Background: an optimization exercise with open tools, aiming at small area, a short achievable clock period and few clock cycles per item. Do not read the settings as production practice.

==> inputs of cedar <==
==> flow/design.v (excerpt) <==
module oct_normal_encoder_unit #(
   parameter int COMP_BITS = 16
) (
   input  logic                                clock,
   input  logic                                reset,
   input  logic                                req_valid,
   output logic                                req_ready,
   input  logic signed [COMP_BITS-1:0]         req_comp_x,
   input  logic signed [COMP_BITS-1:0]         req_comp_y,
   input  logic signed [COMP_BITS-1:0]         req_comp_z,
   output logic                                rsp_valid,
   input  logic                                rsp_ready,
   output logic [onu_pkg::ENC_W-1:0]           rsp_enc_x,
   output logic [onu_pkg::ENC_W-1:0]           rsp_enc_y,
   output logic                                rsp_zero_vector,
   input  logic                                csr_psel,
   input  logic                                csr_penable,
   input  logic                                csr_pwrite,
   input  logic [onu_pkg::CSR_ADDR_W-1:0]      csr_paddr,
   input  logic [onu_pkg::CSR_DATA_W-1:0]      csr_pwdata,
   output logic [onu_pkg::CSR_DATA_W-1:0]      csr_prdata,
   output logic                                csr_pready
);
   localparam int SW  = COMP_BITS + 1;       
   localparam int NR4 = (COMP_BITS - 2) / 2;  
   logic [onu_pkg::RANGE_W-1:0] range_max_ff;
   logic [onu_pkg::RANGE_W-1:0] rdata_ff;
   assign csr_pready = 1'b1;
   always_ff @(posedge clock) begin
      if (reset) begin
         range_max_ff <= onu_pkg::RANGE_MAX_RESET;
      end else if (csr_psel && csr_penable && csr_pwrite &&
                   (csr_paddr[onu_pkg::CSR_ADDR_W-1] == onu_pkg::REG_RANGE_MAX)) begin
         range_max_ff <= csr_pwdata[onu_pkg::RANGE_W-1:0];
      end
   end
   always_ff @(posedge clock) begin
      if (csr_psel) begin
         rdata_ff <= (csr_paddr[onu_pkg::CSR_ADDR_W-1] == onu_pkg::REG_RANGE_MAX)
                     ? range_max_ff : '0;
      end
   end
   assign csr_prdata = {{(onu_pkg::CSR_DATA_W-onu_pkg::RANGE_W){1'b0}}, rdata_ff};
   logic [onu_pkg::RANGE_W+1:0] range_max3_ff;
   always_ff @(posedge clock) begin
      range_max3_ff <= (onu_pkg::RANGE_W+2)'(range_max_ff) + {range_max_ff, 1'b0};
   end
   logic adv;           
   logic skid_valid;
   assign req_ready = adv;
   logic          b_valid;
   logic [3:0]    b_flags;
  ...
make LEC_CHECK=0 ABC_AREA=1 CAP_MARGIN=20 CORE_MARGIN=2 CORE_UTILIZATION=55 PLACE_DENSITY=0.68 SETUP_SLACK_MARGIN=4.4 SLEW_MARGIN=20 finish   # period 7.5 ns
run.sh (not shown) runs the stock make flow with config.mk's settings and CLKGATE_MAP_FILE= SYNTH_SCRIPT=/design/flow/synth_recipe.tcl, a recipe that flattens the netlist after the stock synthesis.
==> inputs of sierra, as changes to cedar <==
--- a/flow/design.v
+++ b/flow/design.v
@@ -152,26 +152,20 @@
 );
    localparam int SW = COMP_BITS + 1;
    function automatic logic [SW+1:0] step4(input logic [SW-1:0] rem,
                                            input logic [SW-1:0] sum,
                                            input logic [SW+1:0] sum3);
       logic [SW+2:0] a, d1, d2, d3;
-      logic          n1, n2, n3;
-      logic [SW-1:0] r;
       a  = {1'b0, rem, 2'b00};
       d1 = a - {3'b000, sum};
       d2 = a - {2'b00, sum, 1'b0};
       d3 = a - {1'b0, sum3};
-      n1 = d1[SW+2];
-      n2 = d2[SW+2];
-      n3 = d3[SW+2];
-      r  = (d3[SW-1:0] & {SW{!n3}})
-         | (d2[SW-1:0] & {SW{n3 && !n2}})
-         | (d1[SW-1:0] & {SW{n2 && !n1}})
-         | (a[SW-1:0]  & {SW{n1}});
-      step4 = {!n2, !n3 || (n2 && !n1), r};
+      if (!d3[SW+2])      step4 = {2'd3, d3[SW-1:0]};
+      else if (!d2[SW+2]) step4 = {2'd2, d2[SW-1:0]};
+      else if (!d1[SW+2]) step4 = {2'd1, d1[SW-1:0]};
+      else                step4 = {2'd0, a[SW-1:0]};
    endfunction
    logic [SW+1:0] tx, ty;
    assign tx = step4(in_rem_x, in_sum, in_sum3);
    assign ty = step4(in_rem_y, in_sum, in_sum3);
    always_ff @(posedge clock) begin
       if (reset) out_valid <= 1'b0;
@@ -863,35 +857,36 @@
    output logic [onu_pkg::CSR_DATA_W-1:0]      csr_prdata,
    output logic                                csr_pready
 );
    localparam int SW  = COMP_BITS + 1;       
    localparam int NR4 = (COMP_BITS - 2) / 2;  
    logic [onu_pkg::RANGE_W-1:0] range_max_ff;
-   logic [onu_pkg::RANGE_W-1:0] rdata_ff;
+   logic                        rd_hi_ff;
    assign csr_pready = 1'b1;
    always_ff @(posedge clock) begin
       if (reset) begin
          range_max_ff <= onu_pkg::RANGE_MAX_RESET;
       end else if (csr_psel && csr_penable && csr_pwrite &&
                    (csr_paddr[onu_pkg::CSR_ADDR_W-1] == onu_pkg::REG_RANGE_MAX)) begin
          range_max_ff <= csr_pwdata[onu_pkg::RANGE_W-1:0];
       end
    end
    always_ff @(posedge clock) begin
       if (csr_psel) begin
-         rdata_ff <= (csr_paddr[onu_pkg::CSR_ADDR_W-1] == onu_pkg::REG_RANGE_MAX)
-                     ? range_max_ff : '0;
+         rd_hi_ff <= csr_paddr[onu_pkg::CSR_ADDR_W-1];
       end
    end
-   assign csr_prdata = {{(onu_pkg::CSR_DATA_W-onu_pkg::RANGE_W){1'b0}}, rdata_ff};
+   assign csr_prdata = {{(onu_pkg::CSR_DATA_W-onu_pkg::RANGE_W){1'b0}},
+                        range_max_ff & {onu_pkg::RANGE_W{!rd_hi_ff}}};
    logic [onu_pkg::RANGE_W+1:0] range_max3_ff;
    always_ff @(posedge clock) begin
       range_max3_ff <= (onu_pkg::RANGE_W+2)'(range_max_ff) + {range_max_ff, 1'b0};
    end
-   logic adv;           
+   logic adv;
    logic skid_valid;
+   assign adv       = !skid_valid;
    assign req_ready = adv;
    logic          b_valid;
    logic [3:0]    b_flags;
    logic          b_one_x, b_one_y;
    logic [SW-1:0] b_sum, b_rem_x, b_rem_y;
    onu_front #(
@@ -1032,17 +1027,15 @@
    assign push   = adv && q_valid;
    assign o_load = !rsp_valid || rsp_ready;
    always_ff @(posedge clock) begin
       if (reset) begin
          rsp_valid  <= 1'b0;
          skid_valid <= 1'b0;
-         adv        <= 1'b1;
       end else begin
          if (o_load) rsp_valid <= skid_valid || push;
          skid_valid <= (skid_valid || push) && rsp_valid && !rsp_ready;
-         adv        <= !((skid_valid || push) && rsp_valid && !rsp_ready);
       end
    end
    always_ff @(posedge clock) begin
       if (o_load) begin
          rsp_enc_x       <= skid_valid ? k_enc_x : q_enc_x;
          rsp_enc_y       <= skid_valid ? k_enc_y : q_enc_y;
--- a/flow/config.mk
+++ b/flow/config.mk
@@ -5,10 +5,9 @@
 export SDC_FILE = /design/flow/constraint.sdc
 export NUM_CORES = 4
 export LEC_CHECK = 0
 export ABC_AREA = 1
 export CAP_MARGIN = 20
 export CORE_MARGIN = 2
-export CORE_UTILIZATION = 55
-export PLACE_DENSITY = 0.68
-export SETUP_SLACK_MARGIN = 4.4
+export CORE_UTILIZATION = 40
+export SETUP_SLACK_MARGIN = 4.2
 export SLEW_MARGIN = 20
==> impl_results.md <==
* Status: no timing/DRC/antenna violations
* Die Height at 502 µm
* Worst slew margin at 0.321
* N_taps at 3312
* Tot GR Track Use at 0.260
* Syn_area_per_cell at 7.63 µm²
[end of results for sierra]
==> impl_results.md <==
* N_taps at 2325
* Status: no timing/DRC/antenna violations
* Die Height at 423 µm
* Syn_area_per_cell at 8.03 µm²
[end of results for cedar]
Function was not checked in any run of this note: the RTL went through the layout flow alone.

## port drivers added, routing unchanged
Ports are ideal in the flow. The routed layouts listed here were re-timed in OpenROAD.
Step 1, drivers: a clkbuf_16 drives clock and a buf_2 each remaining input, both assumed.
Step 2 moves the port delays by t, midway between the first and last clock arrival at a register: inputs arrive t later, outputs are due t later. That takes back most of the time a late clock gives input paths.
Slacks: ideal ports / drivers / drivers and shift; pairs: ideal ports / drivers.
run	t (ns)	setup WS [ns]	cell pins on the clock port's net
cedar	0.903	4.176 / 4.176 / 3.794	1
sierra	0.877	4.179 / 4.087 / 3.594	1
After both steps setup and hold are still met in every run listed. The setup slack of sierra, which loses most, moves by -0.092 ns with the drivers and by -0.585 ns with both steps.
